This is an optimization exercise on Yosys and OpenROAD, whose aim is small area, a short achievable clock period and few clock cycles per item, not a production implementation.
Only simulation tests tie the RTL to the original design; equivalence was not proved.
Power figures rest on the tool's default switching activity, not on a simulated workload.

===== design/flow/config.mk =====
export PLATFORM = sky130hd
export DESIGN_NAME = kth_largest_stream_tracker_unit
export DESIGN_NICKNAME = kth_largest_stream_tracker_unit
export VERILOG_FILES = /design/flow/design.v
export SDC_FILE = /design/flow/constraint.sdc
export NUM_CORES = 4
export LEC_CHECK = 0
export CAP_MARGIN = 20
export CORE_MARGIN = 2
export CORE_UTILIZATION = 40
export PLACE_DENSITY = 0.6
export SLEW_MARGIN = 20

===== design/flow/design.v =====
package kst_pkg;
  localparam int MAX_KEEP_DEF = 64;
  localparam int       ADDR_W         = 3;
  localparam int       KEEP_W         = 7;
  localparam bit [0:0] REG_KEEP_COUNT = 1'b0;
  localparam logic [KEEP_W-1:0] KEEP_RESET = 7'd8;
endpackage
module kst_ram #(
  parameter int WIDTH = 32,
  parameter int DEPTH = 64
) (
  input  logic                    clk,
  input  logic                    rst,
  input  logic                    adv,      
  input  logic                    fire,     
  input  logic                    app,      
  input  logic signed [WIDTH-1:0] s_x,      
  input  logic signed [WIDTH-1:0] s_y,      
  output logic signed [WIDTH-1:0] min_nxt   
);
  logic signed [WIDTH-1:0] r [DEPTH];    
  logic [DEPTH-1:0] valid;
  logic [DEPTH-1:0] cr;           
  logic [DEPTH+1:0] c;            
  logic [DEPTH+1:0] raw;          
  logic [DEPTH-1:0] valid_nxt;
  logic [DEPTH-1:0] c_nxt;        
  logic             x_gt_y;       
  always_comb begin
    raw[0]       = 1'b1;
    raw[DEPTH+1] = 1'b0;
    for (int i = 0; i < DEPTH; i++) raw[i+1] = s_x > r[i];
  end
  assign x_gt_y = s_x > s_y;
  assign valid_nxt = (fire && app) ? {valid[DEPTH-2:0], 1'b1} : valid;
  always_ff @(posedge clk) begin
    if (rst) begin
      valid <= '0;
    end else begin
      valid <= valid_nxt;
    end
  end
  always_comb begin
    c[0]       = 1'b1;
    c[DEPTH+1] = 1'b0;
    c[DEPTH:1] = cr;
  end
  for (genvar i = 0; i < DEPTH; i++) begin : g_slot
    logic             cm, ci, cn;    
    logic             ts, td, tu, en;
    logic [WIDTH-1:0] lo, hi, nr;
    always_comb begin
      cm = c[i];
      ci = c[i+1];
      cn = c[i+2];
      lo = r[(i == 0) ? 0 : i-1];
      hi = r[(i == DEPTH-1) ? i : i+1];
      ts = app ? (!ci && cm) : (ci && !cn);
      td = app && !cm;
      tu = !app && cn;
      en = fire && (app ? !ci : ci);
      nr = ts ? s_y : td ? lo : hi;
      c_nxt[i] = valid_nxt[i] &&
                 (!en ? raw[i+1] :
                  ts  ? x_gt_y :
                  td  ? raw[i] : raw[i+2]);
    end
    always_ff @(posedge clk) begin
      if (en) r[i] <= nr;
      if (adv) cr[i] <= c_nxt[i];
    end
    if (i == 0) begin : g_min
      assign min_nxt = en ? nr : r[0];
    end
  end
endmodule
module kst_ctrl (
  input  logic clk,
  input  logic rst,
  input  logic in_valid,
  output logic in_ready,
  input  logic out_ready,
  output logic load_x,     
  output logic adv,        
  output logic fire,       
  output logic o_load_r,   
  output logic o_load_q,   
  output logic q_load_r,   
  output logic out_valid
);
  logic v_x, v_y, q_v, o_v, rdy;
  logic v_x_n, v_y_n, q_v_n, o_v_n;
  logic o_free;
  assign fire     = v_y && !q_v;
  assign adv      = !v_y || !q_v;
  assign load_x   = !v_x || adv;
  assign in_ready = rdy;
  assign o_free   = !o_v || out_ready;
  assign o_load_q = o_free && q_v;
  assign o_load_r = o_free && !q_v && fire;
  assign q_load_r = !o_free && fire;
  assign out_valid = o_v;
  always_comb begin
    v_x_n = load_x ? in_valid : v_x;
    v_y_n = adv ? v_x : v_y;
    o_v_n = o_free ? (q_v || fire) : o_v;
    q_v_n = o_free ? 1'b0 : (q_v || fire);
  end
  always_ff @(posedge clk) begin
    if (rst) begin
      v_x <= 1'b0;
      v_y <= 1'b0;
      q_v <= 1'b0;
      o_v <= 1'b0;
      rdy <= 1'b1;
    end else begin
      v_x <= v_x_n;
      v_y <= v_y_n;
      q_v <= q_v_n;
      o_v <= o_v_n;
      rdy <= !v_x_n || !v_y_n || !q_v_n;
    end
  end
endmodule
module kst_dpath #(
  parameter int MAX_KEEP = kst_pkg::MAX_KEEP_DEF
) (
  input  logic                       clk,
  input  logic                       rst,
  input  logic [kst_pkg::KEEP_W-1:0] keep_nxt,    
  input  logic signed [31:0]         score,
  input  logic                       load_x,
  input  logic                       adv,
  input  logic                       fire,
  input  logic                       o_load_r,
  input  logic                       o_load_q,
  input  logic                       q_load_r,
  output logic signed [31:0]         kth_value,
  output logic                       filled
);
  localparam int CW = $clog2(MAX_KEEP + 1);
  localparam int KW = (CW > kst_pkg::KEEP_W) ? CW : kst_pkg::KEEP_W;
  logic signed [31:0] s_x, s_y;    
  logic [CW-1:0]      cnt;
  logic               app;
  logic signed [31:0] min_nxt;
  logic               filled_nxt;
  logic signed [31:0] q_val;
  logic               q_filled;
  function automatic logic [KW-1:0] eff_k(input logic [kst_pkg::KEEP_W-1:0] kc);
    logic [KW-1:0] k_ext;
    k_ext = KW'(kc);
    if (k_ext == '0) eff_k = KW'(1);
    else if (k_ext > KW'(MAX_KEEP)) eff_k = KW'(MAX_KEEP);
    else eff_k = k_ext;
  endfunction
  logic [CW-1:0] cnt_nxt;
  logic [KW-1:0] k_nxt;
  logic          app1, app2;
  assign app     = app1;
  assign cnt_nxt = (fire && app1) ? cnt + CW'(1) : cnt;
  assign k_nxt   = eff_k(keep_nxt);
  always_ff @(posedge clk) begin
    if (rst) begin
      cnt  <= '0;
      app1 <= 1'b1;
      app2 <= 1'b1;
    end else begin
      cnt  <= cnt_nxt;
      app1 <= KW'(cnt_nxt) < k_nxt;
      app2 <= KW'(cnt_nxt) + KW'(1) < k_nxt;
    end
  end
  always_ff @(posedge clk) begin
    if (load_x) begin
      s_x  <= score;
    end
    if (adv) begin
      s_y  <= s_x;
    end
  end
  kst_ram #(
    .WIDTH (32),
    .DEPTH (MAX_KEEP)
  ) u_arr (
    .clk     (clk),
    .rst     (rst),
    .adv     (adv),
    .fire    (fire),
    .app     (app),
    .s_x     (s_x),
    .s_y     (s_y),
    .min_nxt (min_nxt)
  );
  assign filled_nxt = !(app1 && app2);
  always_ff @(posedge clk) begin
    if (q_load_r) begin
      q_val    <= min_nxt;
      q_filled <= filled_nxt;
    end
    if (o_load_q) begin
      kth_value <= q_val;
      filled    <= q_filled;
    end else if (o_load_r) begin
      kth_value <= min_nxt;
      filled    <= filled_nxt;
    end
  end
endmodule
module kth_largest_stream_tracker_unit #(
  parameter int MAX_KEEP = kst_pkg::MAX_KEEP_DEF
) (
  input  logic                       clk,
  input  logic                       rst,
  input  logic                       psel,
  input  logic                       penable,
  input  logic                       pwrite,
  input  logic [kst_pkg::ADDR_W-1:0] paddr,
  input  logic [31:0]                pwdata,
  output logic [31:0]                prdata,
  output logic                       pready,
  input  logic                       score_valid,
  output logic                       score_ready,
  input  logic signed [31:0]         score,
  output logic                       result_valid,
  input  logic                       result_ready,
  output logic signed [31:0]         kth_value,
  output logic                       filled
);
  logic [kst_pkg::KEEP_W-1:0] keep_count, keep_nxt;
  logic                       cfg_wr;
  logic                       load_x, adv, fire, o_load_r, o_load_q, q_load_r;
  assign pready = 1'b1;
  assign cfg_wr = psel && penable && pwrite && pready &&
                  (paddr[2] == kst_pkg::REG_KEEP_COUNT);
  assign keep_nxt = cfg_wr ? pwdata[kst_pkg::KEEP_W-1:0] : keep_count;
  always_ff @(posedge clk) begin
    if (rst) begin
      keep_count <= kst_pkg::KEEP_RESET;
    end else begin
      keep_count <= keep_nxt;
    end
  end
  always_comb begin
    prdata = '0;
    if (paddr[2] == kst_pkg::REG_KEEP_COUNT) begin
      prdata = 32'(keep_count);
    end
  end
  kst_ctrl u_ctrl (
    .clk       (clk),
    .rst       (rst),
    .in_valid  (score_valid),
    .in_ready  (score_ready),
    .out_ready (result_ready),
    .load_x    (load_x),
    .adv       (adv),
    .fire      (fire),
    .o_load_r  (o_load_r),
    .o_load_q  (o_load_q),
    .q_load_r  (q_load_r),
    .out_valid (result_valid)
  );
  kst_dpath #(
    .MAX_KEEP (MAX_KEEP)
  ) u_dpath (
    .clk        (clk),
    .rst        (rst),
    .keep_nxt   (keep_nxt),
    .score      (score),
    .load_x     (load_x),
    .adv        (adv),
    .fire       (fire),
    .o_load_r   (o_load_r),
    .o_load_q   (o_load_q),
    .q_load_r   (q_load_r),
    .kth_value  (kth_value),
    .filled     (filled)
  );
endmodule

===== design/flow/standard.sh =====
#!/bin/bash
# synth_recipe.tcl (not shown) runs the flow's synth.tcl, then flattens the netlist and writes it again
# the make line also repeats each setting of config.mk as NAME=value (left out here)
make -C /OpenROAD-flow-scripts/flow DESIGN_CONFIG=/design/flow/config.mk WORK_HOME=/design/flow/orfs CLKGATE_MAP_FILE= SYNTH_SCRIPT=/design/flow/synth_recipe.tcl "${@:-finish}"

===== design/flow/constraint.sdc =====
create_clock -name core_clock -period 9.0 [get_ports {clk}]
set_input_delay 1.8000 -clock core_clock [delete_from_list [all_inputs] [get_ports {clk}]]
set_output_delay 1.8000 -clock core_clock [all_outputs]
set_load 0.01 [all_outputs]

===== design/flow/flow/run.sh =====
#!/bin/bash
# The standard layout, with the port buffers made from plain buffers
# (buf_4) instead of the delay-buffer cells buffer_ports picks by default;
# every input and output port still gets its own buffer.
set -euo pipefail
export BUFFER_PORTS_ARGS="-buffer_cell sky130_fd_sc_hd__buf_4"
bash standard.sh finish > standard.log 2>&1

==> summary.txt, run 1 <==
Outcome
  – Status: finished clean

Timing
  – Final setup viols: 0
  – Final worst slack: around 4300 ps
  – Final period util: 0.518
  – Final hold vios: 0
  – RSZ-0062 raised after global routing: no
  – Fin Setup TNS: 0 ps
  – Max frequency: around 210 MHz
  – Worst Tran Pin Value: 1370 ps
  – Pins Over Slew Limit: 0
  – Fin crit period: 4660 ps
  – Max transition margin: 0.0849
  – Worst Skew: 62.9 ps

Global routing
  – GRT Util Overall: 0.283
  – Grt met1 use: 0.373
  – Vias in the first global route: 129000
  – GR Layer Usage met3: 0.0430
  – Initial antenna violation count: 31
  – Largest net degree at the start of global routing: 103
  – Grt total ovfl: 0
  – Gr busiest metal: met2
  – First-pass GRT wire length: 904000 um
  – GRT met2 Usage: 0.447

Setup path
  – Cell mode on critical path: buf_4
  – CP peak stage delay: 830 ps
  – Worst path required time: 9800 ps
  – Slowest cell on crit path: edfxtp_1
  – Buf+Inv Stages, Crit Path: 2
  – CP startpoint: u_dpath.s_x[13]
  – CP Cell Sequence: buf_4 > buf_4 > ha_1 > nand4_1 > nor3_1 > a21boi_0 > or4b_1 > a21oi_1 > mux2i_1 > o22ai_1 > a211oi_1
  – Worst-path maximum fanout: 19
  – Element type at the critical path start: register
  – Largest delay share family, worst path: buffers and inverters
  – R2R Path Start: u_dpath.s_x[13]
  – Worst setup EP type: register
  – Crit Path Category: register to register
  – WP data arrival: 5460 ps

Cells and area
  – Share of layout cells above drive strength 1: 0.0602
  – Multi-input gate area: 0.0906 mm^2
  – Fin util: 0.443
  – Fin area: ~0.19 mm^2
  – FF/Latch Area: 0.0687 mm^2
  – Layout area overhead: 10.2%
  – Fillers: around 40000
  – # nets final: 20000

Yosys
  – Seq/Total Area, Yosys: 0.404
  – Mapped cell area: 0.170 mm^2
  – Library cells used by synthesis: 92
  – EDFF count, synth: 2210
  – Post-synth ARST share: 0
  – Post-synthesis cell count: 18100
  – YS warnings: 5
  – Yosys reg bits: 2327
  – Main synth FF type: edfxtp_1
  – Syn Area/Cell: 9.42 um^2

Die
  – I/O pin cnt: 142
  – Placeable core area: 0.424 mm^2
  – Initial Utilization: 0.402
  – Die extent in x: 656 um
  – Die Ht: 656 um
  – Die area: 0.431 mm^2
  – # rows: around 240

CTS
  – Worst-path clk slew: 60 ps
  – CTS tree: yes
  – Hold_buf cts: 0
  – H-tree Lvls: 5
  – Postcts setup bufs: 0
  – Root buf cell: clkbuf_16
  – Clk buf depth: 4
  – CTS-repair resized insts: 0
  – Clk sinks: 2327
  – CTS Buf Count: between 200 and 300
  – Worst-Skew Late Latency: 960 ps

Route
  – DR vias/cell: 5.88
  – # DRC: 0
  – Initial DRC Count: around 17000
  – Vias post-DR: 139000
  – Drt total wl: 636000 um
  – Post-DRT Antenna Nets: 0
  – DRT Pass-1 Iters: 6
  – Mean routed wirelength per cell: between 20 and 30 um

Place
  – Port bufs: 88
  – Placer congestion estimate: just over 0.9
  – Post-DP HPWL: between 400000 and 500000 um
  – Area post-placement: roughly 0.18 mm^2
  – Dpl ws: 4430 ps

Power
  – Max VDD drop: 173 uV
  – Leak: around 0.093 uW
  – Pwr Total: about 29000 uW
  – Power density over cell area: about 150 mW/mm^2

Job
  – Max-cap violations: 0

Hold path
  – HP Start: u_dpath.u_arr.valid[63]
  – HP Class: register to register
-- sequential cells by signal, summed over array words and instances, names as in the netlist --
name / cells
u_dpath.u_arr.cr: 64
keep_count: 7
u_dpath.s_x: 32
u_dpath.app2: 1
u_ctrl.v_x: 1
u_ctrl.o_v: 1
u_dpath.u_arr.valid: 64
u_dpath.kth_value: 32
u_ctrl.rdy: 1
u_dpath.app1: 1
u_dpath.cnt: 7
u_dpath.s_y: 32
u_ctrl.q_v: 1
u_ctrl.v_y: 1
u_dpath.u_arr.r: 2048
u_dpath.filled: 1
u_dpath.q_val: 32
u_dpath.q_filled: 1
-- layout by cell type (no fill, tap or decap), types with 45 or more instances in the layout --
| cell | n |
|---|---|
| a211oi_1 | 64 |
| nor2_1 | 2298 |
| nor4_1 | 115 |
| buf_4 | 376 |
| nand3_1 | 186 |
| nand4_1 | 423 |
| edfxtp_1 | 2210 |
| ha_2 | 45 |
| clkbuf_1 | 81 |
| o21ai_1 | 53 |
| clkbuf_16 | 301 |
| a21o_1 | 130 |
| nand2_1 | 583 |
| a221oi_1 | 49 |
| nor2b_1 | 72 |
| mux2i_1 | 2059 |
| dfxtp_1 | 116 |
| ha_1 | 2095 |
| clkinv_2 | 51 |
| o21ai_0 | 333 |
| nor2_2 | 59 |
| o211ai_1 | 90 |
| nor3_1 | 178 |
| inv_1 | 2249 |
| a21oi_1 | 2950 |
-- worst reg2reg max path, stage by stage (launching register included) --
cell and delay [ps]:
edfxtp_1 830, buf_4 620, buf_4 640, ha_1 380
nand4_1 160, nor3_1 110, a21boi_0 130, or4b_1 510
a21oi_1 200, mux2i_1 530, o22ai_1 180, a211oi_1 250
-- Yosys cell counts (all sizes together) (23+ instances only) --
| cell | instances | area share |
|---|---|---|
| a211o | 23 | 0.0012 |
| a21boi | 33 | 0.0015 |
| o21ai | 386 | 0.011 |
| a21oi | 2979 | 0.088 |
| a211oi | 65 | 0.0029 |
| nor2 | 2363 | 0.052 |
| inv | 2252 | 0.050 |
| a31oi | 34 | 0.0012 |
| clkbuf | 722 | 0.016 |
| and4 | 45 | 0.0023 |
| mux2 | 47 | 0.0031 |
| mux2i | 2070 | 0.12 |
| nand2 | 586 | 0.013 |
| buf | 283 | 0.0070 |
| nand3 | 186 | 0.0055 |
| nand4 | 424 | 0.016 |
| nand2b | 37 | 0.0014 |
| nor3 | 178 | 0.0052 |
| a221oi | 49 | 0.0025 |
| nor2b | 72 | 0.0026 |
| edfxtp | 2210 | 0.39 |
| dfxtp | 117 | 0.014 |
| a21o | 130 | 0.0057 |
| o211ai | 91 | 0.0040 |
| ha | 2157 | 0.16 |
| o21a | 33 | 0.0015 |
| nor4 | 117 | 0.0044 |
-- final timing paths --
| path | slack, ps | cells past startpoint | endpoint |
|---|---|---|---|
| worst max-delay path | 4340 | 11 | u_dpath.u_arr.cr[1] |
| worst min-delay path | 500 | 2 | u_dpath.u_arr.valid[63] |
| worst max register to register | 4340 | 11 | u_dpath.u_arr.cr[1] |
| worst min register to register | 500 | 2 | u_dpath.u_arr.valid[63] |
-- metal layers --
metal / part of all wire / wire length, um
met2: 0.44 / 282000
met3: 0.092 / 58700
met4: 0.062 / 39400
met1: 0.40 / 256000
met5: 0.000096 / 61
-- cell families after synthesis --
group / after synthesis / share of synthesized area
multiplexers: 2117 / 0.125
AO/OA/AOI/OAI: 4058 / 0.132
XOR/XNOR: 18 / 0.000926
adder cells (fa/ha/maj): 2157 / 0.159
flip-flops: 2327 / 0.404
buffers and inverters: 3257 / 0.0726
AND/OR/NAND/NOR: 4130 / 0.108
other: 2 / 0.0000441
-- area by class of cell --
cell class,count,share of cell area
diodes,23,0.000307
clock buffers,399,0.0430
clock inverters,135,0.00608
inverters,2252,0.0451
repair buffers,410,0.0186
flip-flops and latches,2327,0.366
multi-input cells,12500,0.483
well taps,5663,0.0378
-- per-stage QoR --
step	hold WS, ps	instances
global route	535	23700
floorplan	426	18100
detailed placement	485	23200
global placement	478	23200
CTS	494	23700
finish	498	23700
-- where the power goes --
group | total, uW | internal [uW] | switching [uW]
combinational | 4290 | 1530 | 2760
sequential | 12900 | 12300 | 514
clock | 11800 | 6680 | 5100
total | 28900 | 20600 | 8380
Testbench counts, summed over its fixed seeds: cycles 3,224, items 3,200.
==> inputs of run 2 (changes only) <==
--- a/design/flow/config.mk
+++ b/design/flow/config.mk
@@ -10,3 +10,5 @@
 export CORE_UTILIZATION = 40
 export PLACE_DENSITY = 0.6
+export SETUP_SLACK_MARGIN = 5
 export SLEW_MARGIN = 20
+export TNS_END_PERCENT = 5
==> summary.txt, run 2 <==
Power
  – Logic gate share of total power: 0.149 (was 0.148)
  – Pwr Total: 28800 uW (was 28900 uW)
  – Leak: 0.0925 uW (was 0.0926 uW)
  – Max VDD drop: 141 uV (was 173 uV)
  – Switching Share: 0.287 (was 0.290)
  – Clock Power Share: 0.408 (was 0.407)
  – Power density over cell area: 154 mW/mm^2 (about the same)
  – NetSw: 8270 uW (was 8380 uW)
  – Part of the power in registers: 0.444 (was 0.445)
  – P_int: 20600 uW (about the same)

Setup path
  – Worst path required time: 9660 ps (was 9800 ps)
  – R2R depth: 11 (unchanged)
  – WP data arrival: 4850 ps (was 5460 ps)
  – CP Cell Sequence: buf_6 > buf_6 > ha_1 > a21oi_1 > nand2_1 > a221o_1 > a221oi_1 > o21ai_0 > o21ai_0 > mux2_2 > a311oi_1 (was buf_4 > buf_4 > ha_1 > nand4_1 > nor3_1 > a21boi_0 > or4b_1 > a21oi_1 > mux2i_1 > o22ai_1 > a211oi_1)
  – Worst setup EP type: register (unchanged)
  – Element type at the critical path start: register (unchanged)
  – Worst-path maximum fanout: 36 (was 19)
  – R2R Path Start: u_dpath.s_x[10] (was u_dpath.s_x[13])
  – CP peak stage delay: 670 ps (was 830 ps)
  – Slowest cell on crit path: a221oi_1 (was edfxtp_1)
  – Crit Path Category: register to register (unchanged)
  – Reg2reg end: u_dpath.u_arr.cr[16] (was u_dpath.u_arr.cr[1])
  – Flop2flop setup slack: 4810 ps (was 4340 ps)

Timing
  – RSZ-0062 raised after global routing: yes (was no)
  – Final setup viols: 0 (unchanged)
  – Max frequency: 239 MHz (was 214 MHz)
  – Max transition margin: 0.194 (was 0.0849)
  – Worst Tran Pin Value: 1210 ps (was 1370 ps)
  – Fin Setup TNS: 0 ps (unchanged)
  – Fin crit period: 4190 ps (was 4660 ps)
  – Worst hold slack: 499 ps (was 498 ps)
  – Final period util: 0.465 (was 0.518)
  – Final hold vios: 0 (unchanged)
  – Pins Over Slew Limit: 0 (unchanged)
  – Worst Skew: 75.6 ps (was 62.9 ps)

Route
  – M1 WL: 251000 um (was 256000 um)
  – DR vias/cell: 5.73 (was 5.88)
  – Vias post-DR: 136000 (was 139000)
  – Routed wire length on met3: 49700 um (was 58700 um)
  – Met2 wire length: 266000 um (was 282000 um)
  – Mean routed wirelength per cell: 25.0 um (was 26.8 um)
  – Initial DRC Count: 15600 (was 17400)
  – Max Used Layer: met5 (unchanged)
  – DRT Pass-1 Iters: 9 (was 6)
  – # DRC: 0 (unchanged)
  – Post-DRT Antenna Nets: 0 (unchanged)
  – Drt total wl: 593000 um (was 636000 um)

Cells and area
  – Fin area: 0.188 mm^2 (about the same)
  – FF/Latch Area: 0.0687 mm^2 (unchanged)
  – Layout Cells excl Fill: 23700 (about the same)
  – Most common cell after layout, fill and taps aside: a21oi_1 (unchanged)
  – Layout area overhead: 10.2% (about the same)
  – Flip-flop count of the largest register after layout: 2048 (unchanged)
  – # nets final: 20000 (about the same)
  – Biggest register: u_dpath.u_arr.r (unchanged)
  – Fillers: 40300 (about the same)
  – Multi-input gate area: 0.0907 mm^2 (was 0.0906 mm^2)
  – Regs by FF count: u_dpath.u_arr.r (2048), u_dpath.u_arr.cr (64), u_dpath.u_arr.valid (64) (unchanged)
  – Most frequent cells in the layout: a21oi_1, nor2_1, inv_1, edfxtp_1, ha_1 (unchanged)
  – Share of layout cells above drive strength 1: 0.0605 (was 0.0602)

Hold path
  – WHS Endpoint: u_dpath.u_arr.valid[63] (unchanged)
  – Worst hold stages: 2 (unchanged)
  – HP Class: register to register (unchanged)
  – HP Start: u_dpath.u_arr.valid[63] (unchanged)

CTS
  – Worst-Skew Late Latency: 960 ps (about the same)
  – Hold_buf cts: 0 (unchanged)
  – Clk sinks: 2327 (unchanged)
  – CTS tree: yes (unchanged)
  – CTS Buf Count: 289 (was 292)
  – Clk buf depth: 4 (unchanged)
  – H-tree Lvls: 5 (unchanged)
  – Root buf cell: clkbuf_16 (unchanged)
  – Worst-path clk slew: 60 ps (about the same)

Yosys
  – Mux cell area share after synthesis: 0.125 (unchanged)
  – Largest family of logic cells by synthesized area: adder cells (unchanged)
  – Post-Synth Simple-Gate Area: 0.108 (unchanged)
  – Synth cell count leaders: a21oi_1, nor2_1, inv_1, edfxtp_1, ha_1 (unchanged)
  – Post-synthesis cell count: 18100 (unchanged)
  – Main synth FF type: edfxtp_1 (unchanged)
  – Post-synthesis compound-gate area fraction: 0.132 (unchanged)
  – Top post-synthesis cells by area: edfxtp_1, ha_1, mux2i_1 (unchanged)
  – Synth top area share: 0.390 (unchanged)
  – Syn Area/Cell: 9.42 um^2 (unchanged)
  – EDFF count, synth: 2210 (unchanged)
  – Seq/Total Area, Yosys: 0.404 (unchanged)
  – Mapped cell area: 0.170 mm^2 (unchanged)
  – Post-Synth XOR/XNOR Area: 0.000926 (unchanged)
  – Synth area leader: edfxtp_1 (unchanged)
  – Adder-Cell Fraction of Synth Area: 0.159 (unchanged)
  – YS warnings: 5 (unchanged)
  – Library cells used by synthesis: 92 (unchanged)
  – Most frequent cell after synthesis: a21oi_1 (unchanged)
  – Yosys reg bits: 2327 (unchanged)
  – Post-synth ARST share: 0 (unchanged)

Global routing
  – Initial antenna violation count: 26 (was 31)
  – GRT Util Overall: 0.265 (was 0.283)
  – Vias in the first global route: 127000 (was 129000)
  – Grt total ovfl: 0 (unchanged)
  – Largest net degree at the start of global routing: 68 (was 103)
  – First-pass GRT wire length: 861000 um (was 904000 um)

Die
  – Die area: 0.431 mm^2 (unchanged)
  – Initial Utilization: 0.402 (unchanged)
  – Placeable core area: 0.424 mm^2 (unchanged)
  – Die Ht: 656 um (unchanged)
  – Die extent in x: 656 um (unchanged)
  – I/O pin cnt: 142 (unchanged)
  – # rows: 239 (unchanged)

Place
  – Placer congestion estimate: 0.910 (was 0.922)
  – Inst Count DP: 23200 (about the same)
  – Post-DP HPWL: 414000 um (was 438000 um)
  – Port bufs: 88 (unchanged)
  – Area post-placement: 0.178 mm^2 (about the same)

Outcome
  – Status: finished clean (unchanged)

Job
  – Max-cap violations: 0 (unchanged)
-- run 2: changes by cell type in the layout (fill, tap and decap cells not counted), moves of 6 or more --
cell / change
nor2_2: -6
nor2_4: +6
clkbuf_16: -7
buf_6: +9
clkinv_2: -8
diode_2: -17
clkbuf_1: -7
buf_12: -9
-- run 2: power groups by stage --
stage / clock (uW) / sequential (uW) / combinational (uW)
6_report: 11700 / 12800 / 4280
5_1_grt: 12300 / 12800 / 4700
4_1_cts: 11900 / 12800 / 4200
3_5_place_dp: 0 / 13000 / 4160
3_3_place_gp: 0 / 13000 / 4040
2_1_floorplan: 0 / 12900 / 2680
-- run 2: per-stage QoR --
step / utilization / setup WS (ps)
after floorplan: - / 4660
after global placement: 0.420 / 4510
after detailed placement: 0.420 / 4520
after CTS: 0.442 / 4810
after global routing: 0.443 / 4820
final: 0.443 / 4810
-- run 2: final cells by class --
class,count,area share
multi-input cells,12500,0.483
flip-flops and latches,2327,0.366
inverters,2252,0.0451
clock buffers,384,0.0419
well taps,5663,0.0378
repair buffers,412,0.0186
clock inverters,136,0.00693
diodes,6,0.0000800
-- run 2: kinds of logic after synthesis --
group / count (synthesis)
compound gates: 4058
xor+xnor: 18
buf+inv: 3257
simple gates: 4130
fa+ha+maj: 2157
mux: 2117
other cells: 2
flops: 2327
-- run 2: what timing repair did --
item                                    CTS  global route
setup buffers                             4             2
gates resized for setup                  19            17
endpoints found under the setup margin   91            97
-- run 2: worst max path at each step --
stage / start / endpoint / slack [ps] / cells past startpoint
after floorplan: u_dpath.app1 / u_dpath.u_arr.cr[22] / 4660 / 6
after global placement: paddr[2] / u_dpath.app1 / 4510 / 11
after detailed placement: u_dpath.s_x[7] / u_dpath.u_arr.cr[61] / 4520 / 11
after CTS: u_dpath.s_x[8] / u_dpath.u_arr.cr[52] / 4810 / 10
after global routing: u_dpath.s_x[10] / u_dpath.u_arr.cr[16] / 4820 / 11
final: u_dpath.s_x[10] / u_dpath.u_arr.cr[16] / 4810 / 11
-- run 2: worst max-delay path: cells and delay by family (launching register included) --
family | cells | cell delay [ps]
and+or+nand+nor | 1 | 70
adders and majority gates | 1 | 380
muxes | 1 | 230
buffers and inverters | 2 | 1040
DFF | 1 | 340
AOI/OAI and AO/OA | 6 | 1770
-- run 2: per-layer routing --
metal,global-route usage,vias to the layer above
li1,-,64200
met1,0.364,64500
met2,0.424,5900
met3,0.0353,1210
met4,0.0988,8
met5,0,-
==> inputs of run 3 (changes only) <==
--- a/design/flow/design.v
+++ b/design/flow/design.v
@@ -19,5 +19,5 @@
   output logic signed [WIDTH-1:0] min_nxt   
 );
-  logic signed [WIDTH-1:0] r [DEPTH];    
+  logic [WIDTH-1:0] r [DEPTH];    
   logic [DEPTH-1:0] valid;
   logic [DEPTH-1:0] cr;           
@@ -27,10 +27,46 @@
   logic [DEPTH-1:0] c_nxt;        
   logic             x_gt_y;       
+  function automatic logic gt_tree(input logic [31:0] g_in, input logic [31:0] ge_in);
+    logic [31:0] g, ge;
+    g  = g_in;
+    ge = ge_in;
+    for (int l = 0; l < 5; l++) begin
+      for (int j = 0; j < (16 >> l); j++) begin
+        g[j]  = g[2*j+1] || (ge[2*j+1] && g[2*j]);
+        ge[j] = g[2*j+1] || (ge[2*j+1] && ge[2*j]);
+      end
+    end
+    gt_tree = g[0];
+  endfunction
   always_comb begin
     raw[0]       = 1'b1;
     raw[DEPTH+1] = 1'b0;
-    for (int i = 0; i < DEPTH; i++) raw[i+1] = s_x > r[i];
-  end
-  assign x_gt_y = s_x > s_y;
+    for (int i = 0; i < DEPTH; i++) begin
+      logic [WIDTH-1:0] g, ge;
+      for (int j = 0; j < WIDTH; j++) begin
+        if (j == WIDTH-1) begin
+          g[j]  = !s_x[j] && r[i][j];
+          ge[j] = !s_x[j] || r[i][j];
+        end else begin
+          g[j]  = s_x[j] && !r[i][j];
+          ge[j] = s_x[j] || !r[i][j];
+        end
+      end
+      raw[i+1] = gt_tree(g, ge);
+    end
+  end
+  always_comb begin
+    logic [WIDTH-1:0] g, ge;
+    for (int j = 0; j < WIDTH; j++) begin
+      if (j == WIDTH-1) begin
+        g[j]  = !s_x[j] && s_y[j];
+        ge[j] = !s_x[j] || s_y[j];
+      end else begin
+        g[j]  = s_x[j] && !s_y[j];
+        ge[j] = s_x[j] || !s_y[j];
+      end
+    end
+    x_gt_y = gt_tree(g, ge);
+  end
   assign valid_nxt = (fire && app) ? {valid[DEPTH-2:0], 1'b1} : valid;
   always_ff @(posedge clk) begin
==> summary.txt, run 3 <==
Timing
  – Final setup viols: 0 (unchanged)
  – Worst Tran Pin Value: 1240 ps (was 1210 ps)
  – Max frequency: 241 MHz (was 239 MHz)
  – Pins Over Slew Limit: 0 (unchanged)
  – Fin crit period: 4150 ps (was 4190 ps)
  – RSZ-0062 raised after global routing: yes (unchanged)
  – Final hold vios: 0 (unchanged)
  – Worst Skew: 81.9 ps (was 75.6 ps)
  – Final worst slack: 4850 ps (was 4810 ps)
  – Fin Setup TNS: 0 ps (unchanged)
  – Max transition margin: 0.176 (was 0.194)
  – Final period util: 0.461 (was 0.465)

Cells and area
  – Layout Cells excl Fill: 22100 (was 23700)
  – Flip-flop count of the largest register after layout: 2048 (unchanged)
  – Regs by FF count: u_dpath.u_arr.r (2048), u_dpath.u_arr.cr (64), u_dpath.u_arr.valid (64) (unchanged)
  – Share of layout cells above drive strength 1: 0.0837 (was 0.0605)
  – # nets final: 16800 (was 20000)
  – Fin util: 0.445 (was 0.443)
  – Most common cell after layout, fill and taps aside: a21oi_1 (unchanged)
  – Layout area overhead: 11.0% (was 10.2%)
  – Fin area: 0.175 mm^2 (was 0.188 mm^2)
  – Most frequent cells in the layout: a21oi_1, nor2_1, edfxtp_1, mux2i_1, o21ai_0 (was a21oi_1, nor2_1, inv_1, edfxtp_1, ha_1)
  – Biggest register: u_dpath.u_arr.r (unchanged)

Place
  – Post-DP HPWL: 460000 um (was 414000 um)
  – Placer congestion estimate: 0.948 (was 0.910)
  – Area post-placement: 0.164 mm^2 (was 0.178 mm^2)
  – Dpl ws: 3260 ps (was 4520 ps)
  – Port bufs: 88 (unchanged)
  – Inst Count DP: 21500 (was 23200)

Route
  – DR vias/cell: 6.54 (was 5.73)
  – # DRC: 0 (unchanged)
  – Mean routed wirelength per cell: 31.0 um (was 25.0 um)
  – DRT Pass-1 Iters: 10 (was 9)
  – Vias post-DR: 145000 (was 136000)
  – Initial DRC Count: 23700 (was 15600)
  – Drt total wl: 685000 um (was 593000 um)
  – Post-DRT Antenna Nets: 0 (unchanged)

Hold path
  – HP Class: register to register (unchanged)
  – HP Start: u_dpath.app2 (was u_dpath.u_arr.valid[63])

Yosys
  – Post-synth ARST share: 0 (unchanged)
  – Seq/Total Area, Yosys: 0.436 (was 0.404)
  – Mapped cell area: 0.157 mm^2 (was 0.170 mm^2)
  – Most frequent cell after synthesis: a21oi_1 (unchanged)
  – Synth top area share: 0.421 (was 0.390)
  – Synth area leader: edfxtp_1 (unchanged)
  – Main synth FF type: edfxtp_1 (unchanged)
  – Syn Area/Cell: 9.10 um^2 (was 9.42 um^2)
  – Top post-synthesis cells by area: edfxtp_1, mux2i_1, a21oi_1 (was edfxtp_1, ha_1, mux2i_1)
  – Post-synthesis cell count: 17300 (was 18100)
  – Yosys reg bits: 2327 (unchanged)
  – EDFF count, synth: 2210 (unchanged)
  – YS warnings: 5 (unchanged)
  – Synth cell count leaders: a21oi_1, nor2_1, edfxtp_1, mux2i_1, clkbuf_1 (was a21oi_1, nor2_1, inv_1, edfxtp_1, ha_1)
  – Library cells used by synthesis: 94 (was 92)

CTS
  – H-tree Lvls: 5 (unchanged)
  – CTS Buf Count: 288 (was 289)
  – Clk buf depth: 4 (unchanged)
  – Clk sinks: 2327 (unchanged)
  – Root buf cell: clkbuf_16 (unchanged)
  – Worst-path clk slew: 60 ps (about the same)
  – CTS tree: yes (unchanged)
  – Worst-Skew Late Latency: 960 ps (about the same)

Power
  – NetSw: 8840 uW (was 8270 uW)
  – Logic gate share of total power: 0.164 (was 0.149)
  – Max VDD drop: 144 uV (was 141 uV)
  – Leak: 0.0735 uW (was 0.0925 uW)
  – Clock Power Share: 0.395 (was 0.408)
  – Power density over cell area: 169 mW/mm^2 (was 154 mW/mm^2)
  – Switching Share: 0.300 (was 0.287)
  – Part of the power in registers: 0.440 (was 0.444)
  – P_int: 20600 uW (about the same)

Global routing
  – Grt total ovfl: 0 (unchanged)
  – Largest net degree at the start of global routing: 82 (was 68)
  – First-pass GRT wire length: 943000 um (was 861000 um)
  – Vias in the first global route: 128000 (was 127000)
  – GRT Util Overall: 0.321 (was 0.265)
  – Initial antenna violation count: 37 (was 26)

Setup path
  – Element type at the critical path start: register (unchanged)
  – Worst setup EP type: register (unchanged)
  – R2R Path Start: u_dpath.s_x[16] (was u_dpath.s_x[10])
  – Worst-path maximum fanout: 33 (was 36)
  – WP data arrival: 4850 ps (about the same)
  – CP startpoint: u_dpath.s_x[16] (was u_dpath.s_x[10])
  – Worst path required time: 9700 ps (was 9660 ps)
  – Crit Path Category: register to register (unchanged)

Die
  – # rows: 230 (was 239)
  – Die extent in x: 631 um (was 656 um)
  – Die area: 0.399 mm^2 (was 0.431 mm^2)
  – Die Ht: 631 um (was 656 um)
  – I/O pin cnt: 142 (unchanged)
  – Placeable core area: 0.392 mm^2 (was 0.424 mm^2)
  – Initial Utilization: 0.401 (was 0.402)

Outcome
  – Status: finished clean (unchanged)

Job
  – Max-cap violations: 0 (unchanged)
## run 3: changes by cell type in the layout (fill, tap and decap cells not counted), moves of 93 or more
cell      change
a31oi_1     +189
buf_4        +95
ha_1       -2080
inv_1      -1661
maj3_1      +523
nand2b_1    +228
nand3_1      -93
nand4_1     -409
nor2_1      +309
nor2b_1     +139
nor4_1       -98
o21a_1      +138
o21ai_0     +652
o22ai_1     +251
## run 3: per-stage QoR
stage,hold WS [ps],total power (uW)
floorplan,421,15700
detailed placement,454,17600
global route,485,30100
CTS,467,29100
global placement,447,17500
finish,466,29500
## run 3: metal layers
metal,global-route usage,vias up,routed length (um)
met2,0.455,10900,278000
met5,0.000483,-,430
met4,0.161,26,41300
met3,0.103,1828,99400
li1,-,62600,-
met1,0.436,69300,267000
## run 3: path summary, 6_finish.rpt
| check | cells after the start | endpoint | slack [ps] |
|---|---|---|---|
| min reg2reg | 1 | u_dpath.q_filled | 470 |
| max | 12 | u_dpath.u_arr.cr[23] | 4850 |
| min | 1 | u_dpath.q_filled | 470 |
| max reg2reg | 12 | u_dpath.u_arr.cr[23] | 4850 |
## run 3: cell families after synthesis
group,Yosys count,share of synthesized area
AOI/OAI and AO/OA,5882,0.220
and+or+nand+nor,4126,0.112
adders and majority gates,609,0.0400
xor gates and xnor gates,13,0.000723
muxes,2146,0.137
DFF,2327,0.436
buffers and inverters,2202,0.0548
other,2,0.0000477
## run 3: worst max-delay path, stage by stage, from the launching register on
cell       delay, ps
edfxtp_1         460
buf_6            300
nand2_8          300
buf_6            350
o21ai_0          140
a31o_2           260
maj3_1           360
a2111oi_0        520
o211ai_1         270
a21oi_2          350
a21bo_2          180
a21oi_1           40
o221a_2          270
## run 3: area by class of cell
type	instances	area, um^2
Clock buffer	392	7900
Timing Repair Buffer	589	5520
Clock inverter	121	1050
Timing Repair inverter	2	22.5
Multi-Input combinational cell	12800	82200
Fill cell	37100	218000
Antenna cell	56	140
Sequential cell	2327	68700
Inverter	623	2630
Tap cell	5220	6530
## run 3: power by group through the flow
stage,logic [uW],clock network [uW],registers (uW)
2_1_floorplan,2870,0,12900
3_3_place_gp,4390,0,13100
3_5_place_dp,4450,0,13100
4_1_cts,4530,11700,12900
5_1_grt,5040,12000,13000
6_report,4840,11600,13000
## run 3: repair_timing
action | in CTS | in global routing
hold buffers | 0 | 0
gates resized for setup | 105 | 196
buffers inserted | 18 | 23
endpoints found under the setup margin | 65 | 80
pin swaps | 11 | 16
gates cloned | 2 | 15
Testbench counts of run 3, summed over its fixed seeds: cycles 3,224, items 3,200.
==> inputs of run 4 (changes only) <==
--- a/design/flow/design.v
+++ b/design/flow/design.v
@@ -16,5 +16,7 @@
   input  logic                    app,      
   input  logic signed [WIDTH-1:0] s_x,      
+  input  logic        [WIDTH-1:0] s_xn,     
   input  logic signed [WIDTH-1:0] s_y,      
+  input  logic        [WIDTH-1:0] s_yn,     
   output logic signed [WIDTH-1:0] min_nxt   
 );
@@ -45,10 +47,10 @@
       logic [WIDTH-1:0] g, ge;
       for (int j = 0; j < WIDTH; j++) begin
-        if (j == WIDTH-1) begin
-          g[j]  = !s_x[j] && r[i][j];
-          ge[j] = !s_x[j] || r[i][j];
+        if ((i % 2 == 0) != (j == WIDTH-1)) begin
+          g[j]  = (i % 2 == 0) ? !(s_xn[j] || r[i][j]) : !(s_x[j] || r[i][j]);
+          ge[j] = (i % 2 == 0) ? !(s_xn[j] && r[i][j]) : !(s_x[j] && r[i][j]);
         end else begin
-          g[j]  = s_x[j] && !r[i][j];
-          ge[j] = s_x[j] || !r[i][j];
+          g[j]  = (i % 2 == 0) ? (s_xn[j] && r[i][j]) : (s_x[j] && r[i][j]);
+          ge[j] = (i % 2 == 0) ? (s_xn[j] || r[i][j]) : (s_x[j] || r[i][j]);
         end
       end
@@ -60,9 +62,9 @@
     for (int j = 0; j < WIDTH; j++) begin
       if (j == WIDTH-1) begin
-        g[j]  = !s_x[j] && s_y[j];
-        ge[j] = !s_x[j] || s_y[j];
+        g[j]  = s_xn[j] && s_y[j];
+        ge[j] = s_xn[j] || s_y[j];
       end else begin
-        g[j]  = s_x[j] && !s_y[j];
-        ge[j] = s_x[j] || !s_y[j];
+        g[j]  = s_x[j] && s_yn[j];
+        ge[j] = s_x[j] || s_yn[j];
       end
     end
@@ -85,9 +87,10 @@
     logic             cm, ci, cn;    
     logic             ts, td, tu, en;
-    logic [WIDTH-1:0] lo, hi, nr;
+    logic [WIDTH-1:0] sx, lo, hi, nr;
     always_comb begin
       cm = c[i];
       ci = c[i+1];
       cn = c[i+2];
+      sx = (i % 2 == 0) ? s_yn : s_y;
       lo = r[(i == 0) ? 0 : i-1];
       hi = r[(i == DEPTH-1) ? i : i+1];
@@ -96,5 +99,5 @@
       tu = !app && cn;
       en = fire && (app ? !ci : ci);
-      nr = ts ? s_y : td ? lo : hi;
+      nr = ~(({WIDTH{ts}} & sx) | ({WIDTH{td}} & lo) | ({WIDTH{tu}} & hi));
       c_nxt[i] = valid_nxt[i] &&
                  (!en ? raw[i+1] :
@@ -178,4 +181,5 @@
   localparam int KW = (CW > kst_pkg::KEEP_W) ? CW : kst_pkg::KEEP_W;
   logic signed [31:0] s_x, s_y;    
+  logic        [31:0] s_xn, s_yn;  
   logic [CW-1:0]      cnt;
   logic               app;
@@ -211,7 +215,9 @@
     if (load_x) begin
       s_x  <= score;
+      s_xn <= ~score;
     end
     if (adv) begin
       s_y  <= s_x;
+      s_yn <= s_xn;
     end
   end
@@ -226,5 +232,7 @@
     .app     (app),
     .s_x     (s_x),
+    .s_xn    (s_xn),
     .s_y     (s_y),
+    .s_yn    (s_yn),
     .min_nxt (min_nxt)
   );
==> design/flow/flow/run.sh (replaced) <==
#!/bin/bash
# The standard layout, with two changes:
# - the port buffers are plain buffers (buf_4) instead of the delay-buffer
#   cells buffer_ports picks by default; every port still gets a buffer;
# - global routing offers less of met1/met2 (flow/fastroute.tcl), which
#   moves long wires to the upper layers and eases detailed routing.
set -euo pipefail
export BUFFER_PORTS_ARGS="-buffer_cell sky130_fd_sc_hd__buf_4"
export FASTROUTE_TCL="$PWD/flow/fastroute.tcl"
bash standard.sh finish > standard.log 2>&1
==> design/flow/flow/fastroute.tcl (new file) <==
# Global routing layers as the platform sets them, but with less of met1
# and met2 offered to the global router, so that long wires go up to
# met3/met4 and leave the lower layers for pin access.
set_global_routing_layer_adjustment met1 0.5
set_global_routing_layer_adjustment met2 0.35
set_global_routing_layer_adjustment met3-met5 0.2
set_routing_layers -clock met3-met5
set_routing_layers -signal met1-met5
==> summary.txt, run 4 <==
Timing
  – Worst Skew: 67.4 ps (was 81.9 ps)
  – Max transition margin: 0.118 (was 0.176)
  – Fin crit period: 4270 ps (was 4150 ps)
  – Max frequency: 234 MHz (was 241 MHz)
  – Worst Tran Pin Value: 1320 ps (was 1240 ps)
  – Fin Setup TNS: 0 ps (unchanged)
  – Final period util: 0.475 (was 0.461)
  – RSZ-0062 raised after global routing: yes (unchanged)
  – Final hold vios: 0 (unchanged)
  – Final setup viols: 0 (unchanged)
  – Pins Over Slew Limit: 0 (unchanged)

Die
  – # rows: 217 (was 230)
  – Die area: 0.355 mm^2 (was 0.399 mm^2)
  – Placeable core area: 0.349 mm^2 (was 0.392 mm^2)
  – Initial Utilization: 0.402 (was 0.401)
  – I/O pin cnt: 142 (unchanged)
  – Die extent in x: 596 um (was 631 um)
  – Die Ht: 596 um (was 631 um)

Route
  – Vias post-DR: 137000 (was 145000)
  – Routed wire length on met3: 140000 um (was 99400 um)
  – Mean routed wirelength per cell: 42.3 um (was 31.0 um)
  – DR vias/cell: 7.91 (was 6.54)
  – Max Used Layer: met5 (unchanged)
  – Initial DRC Count: 22800 (was 23700)
  – M1 WL: 229000 um (was 267000 um)
  – Met2 wire length: 283000 um (was 278000 um)
  – Drt total wl: 734000 um (was 685000 um)
  – # DRC: 0 (unchanged)
  – Post-DRT Antenna Nets: 0 (unchanged)
  – DRT Pass-1 Iters: 22 (was 10)

Setup path
  – CP startpoint: u_dpath.s_x[11] (was u_dpath.s_x[16])
  – WP data arrival: 4950 ps (was 4850 ps)
  – Slowest cell on crit path: nor3_1 (was a2111oi_0)
  – Flop2flop setup slack: 4730 ps (was 4850 ps)
  – Crit Path Category: register to register (unchanged)
  – CP Cell Sequence: buf_4 > or2_2 > buf_6 > o21ai_0 > a22o_1 > a31oi_1 > o21ai_0 > a41oi_1 > nor3_1 > o31ai_2 > o21ai_0 > a311oi_1 (was buf_6 > nand2_8 > buf_6 > o21ai_0 > a31o_2 > maj3_1 > a2111oi_0 > o211ai_1 > a21oi_2 > a21bo_2 > a21oi_1 > o221a_2)
  – CP peak stage delay: 830 ps (was 520 ps)
  – Worst-path maximum fanout: 25 (was 33)
  – Worst path required time: 9680 ps (was 9700 ps)
  – Reg2reg end: u_dpath.u_arr.cr[46] (was u_dpath.u_arr.cr[23])
  – Worst setup EP type: register (unchanged)
  – Setup crit end: u_dpath.u_arr.cr[46] (was u_dpath.u_arr.cr[23])
  – R2R depth: 12 (unchanged)
  – Cell mode on critical path: o21ai_0 (was buf_6)
  – R2R Path Start: u_dpath.s_x[11] (was u_dpath.s_x[16])
  – Element type at the critical path start: register (unchanged)

Yosys
  – Most frequent cell after synthesis: edfxtp_1 (was a21oi_1)
  – Mux cell area share after synthesis: 0.00864 (was 0.137)
  – Post-synthesis compound-gate area fraction: 0.324 (was 0.220)
  – Largest family of logic cells by synthesized area: compound AO/OA/AOI/OAI gates (unchanged)
  – Synth cell count leaders: edfxtp_1, a222oi_1, clkbuf_1, o21ai_0, a21oi_1 (was a21oi_1, nor2_1, edfxtp_1, mux2i_1, clkbuf_1)
  – Synth top area share: 0.487 (was 0.421)
  – Post-Synth Simple-Gate Area: 0.0585 (was 0.112)
  – Mapped cell area: 0.140 mm^2 (was 0.157 mm^2)
  – Synth area leader: edfxtp_1 (unchanged)
  – Seq/Total Area, Yosys: 0.503 (was 0.436)
  – EDFF count, synth: 2274 (was 2210)
  – Main synth FF type: edfxtp_1 (unchanged)
  – Library cells used by synthesis: 96 (was 94)
  – Post-synth ARST share: 0 (unchanged)
  – Yosys reg bits: 2391 (was 2327)
  – Post-Synth XOR/XNOR Area: 0.000687 (was 0.000723)
  – YS warnings: 5 (unchanged)
  – Top post-synthesis cells by area: edfxtp_1, a222oi_1, maj3_1 (was edfxtp_1, mux2i_1, a21oi_1)
  – Post-synthesis cell count: 13000 (was 17300)
  – Syn Area/Cell: 10.8 um^2 (was 9.10 um^2)
  – Adder-Cell Fraction of Synth Area: 0.0541 (was 0.0400)

CTS
  – Clk buf depth: 4 (unchanged)
  – Worst-Skew Late Latency: 1010 ps (was 960 ps)
  – Root buf cell: clkbuf_16 (unchanged)
  – Worst-path clk slew: 60 ps (about the same)
  – Hold_buf cts: 0 (unchanged)
  – CTS tree: yes (unchanged)
  – CTS Buf Count: 290 (was 288)
  – Clk sinks: 2391 (was 2327)
  – H-tree Lvls: 5 (unchanged)

Power
  – Max VDD drop: 163 uV (was 144 uV)
  – Pwr Total: 29500 uW (about the same)
  – Leak: 0.0493 uW (was 0.0735 uW)
  – Power density over cell area: 188 mW/mm^2 (was 169 mW/mm^2)

Job
  – Max-cap violations: 0 (unchanged)

Cells and area
  – Most frequent cells in the layout: edfxtp_1, a222oi_1, o21ai_0, a21oi_1, nor2_1 (was a21oi_1, nor2_1, edfxtp_1, mux2i_1, o21ai_0)
  – # nets final: 12600 (was 16800)
  – Flip-flop count of the largest register after layout: 2048 (unchanged)
  – Fillers: 32100 (was 37100)
  – Fin util: 0.449 (was 0.445)
  – Biggest register: u_dpath.u_arr.r (unchanged)
  – Regs by FF count: u_dpath.u_arr.r (2048), u_dpath.u_arr.cr (64), u_dpath.u_arr.valid (64) (unchanged)
  – Fin area: 0.157 mm^2 (was 0.175 mm^2)
  – Most common cell after layout, fill and taps aside: edfxtp_1 (was a21oi_1)
  – Layout area overhead: 11.7% (was 11.0%)
  – Share of layout cells above drive strength 1: 0.114 (was 0.0837)

Place
  – Placer congestion estimate: 1.04 (was 0.948)
  – Area post-placement: 0.146 mm^2 (was 0.164 mm^2)
  – Post-DP HPWL: 484000 um (was 460000 um)
  – Port bufs: 88 (unchanged)

Global routing
  – Grt total ovfl: 0 (unchanged)
  – Largest net degree at the start of global routing: 96 (was 82)
  – Initial antenna violation count: 92 (was 37)
  – First-pass GRT wire length: 1020000 um (was 943000 um)
  – GRT Util Overall: 0.489 (was 0.321)
  – Vias in the first global route: 137000 (was 128000)

Hold path
  – HP Class: register to register (unchanged)
  – HP Start: u_dpath.u_arr.valid[63] (was u_dpath.app2)

Outcome
  – Status: finished clean (unchanged)
==> run 4: critical path: cells and delay by family, from the launching register on <==
kind                   cells  cell delay [ps]
buffers and inverters      2              550
AO/OA/AOI/OAI              8             1500
flip-flops                 1              360
AND/OR/NAND/NOR            2             1390
==> run 4: per-layer routing <==
metal,vias to the layer above,global-route usage
li1,54500,-
met1,66300,0.576
met2,12700,0.618
met3,3801,0.362
met4,107,0.425
met5,-,0.0694
==> run 4: power breakdown <==
group	total [uW]	internal (uW)	switching, uW
sequential	13300	12700	578
clock	12000	6810	5200
combinational	4230	1270	2960
total	29500	20800	8740
==> run 4: through the flow <==
stage	cells	worst slack (ps)	hold slack, ps
after floorplan	13100	4890	421
after global placement	16700	3750	485
after detailed placement	16700	3630	492
after CTS	17200	4850	506
after global routing	17300	4830	536
final	17400	4730	507
==> run 4: worst min path at each step <==
stage | to | cells past startpoint
floorplan | u_dpath.s_y[16] | 0
global placement | u_dpath.u_arr.valid[0] | 2
detailed placement | u_dpath.q_filled | 1
CTS | u_dpath.q_filled | 1
global route | u_dpath.q_filled | 1
finish | u_dpath.u_arr.valid[63] | 2
==> run 4: layout make-up <==
cell class,instances,area [um^2],area share
Tap cell,4599,5750,0.0367
Antenna cell,132,330,0.00211
Inverter,207,791,0.00505
Multi-Input combinational cell,8875,64100,0.409
Timing Repair Buffer,644,5830,0.0372
Clock inverter,155,1440,0.00916
Sequential cell,2391,70600,0.451
Clock buffer,364,7800,0.0498
==> run 4: cells by family after synthesis <==
| kind of cell | after synthesis |
|---|---|
| other | 2 |
| muxes | 116 |
| buffers and inverters | 1792 |
| adders and majority gates | 722 |
| AOI/OAI and AO/OA | 6092 |
| DFF | 2391 |
| xor gates and xnor gates | 11 |
| and+or+nand+nor | 1908 |
==> run 4: timing repair <==
| item | CTS | global route |
|---|---|---|
| gates resized for setup | 55 | 115 |
| pin swaps | 3 | 13 |
| gates cloned | 0 | 3 |
| setup buffers | 16 | 18 |
| endpoints found under the setup margin | 67 | 70 |
Testbench counts of run 4, summed over its fixed seeds: cycles 3,224, items 3,200.

-- what the ideal ports hide --
No port has a modelled driver above. Below, the same layouts with a new extraction and two added sets of constraints.
Step 1: set_driving_cell puts a clkbuf_16 on clk and a buf_2 on each other input, an assumption about the parent block.
Step 2, shift: input delay + t, output delay - t, t = (earliest + latest rising clock arrival at the registers) / 2. This alone moves slack from input paths to output paths.
Three values: no drivers, after step 1, after step 2; two values: the first two.
| run | shift t [ns] | setup WS [ns] | hold slack, ns |
|---|---|---|---|
| run 1 | 1.046 | 4.335 / 4.335 / 4.335 | 0.498 / 0.498 / 0.498 |
| run 2 | 1.032 | 4.812 / 4.812 / 4.579 | 0.499 / 0.499 / 0.499 |
| run 3 | 1.044 | 4.847 / 4.847 / 4.211 | 0.466 / 0.466 / 0.466 |
| run 4 | 1.093 | 4.729 / 4.729 / 4.427 | 0.507 / 0.507 / 0.507 |
After both steps every run listed still meets setup and hold. The setup slack of run 3, which loses most, moves by 0.000 ns with the drivers and by -0.636 ns with both steps.
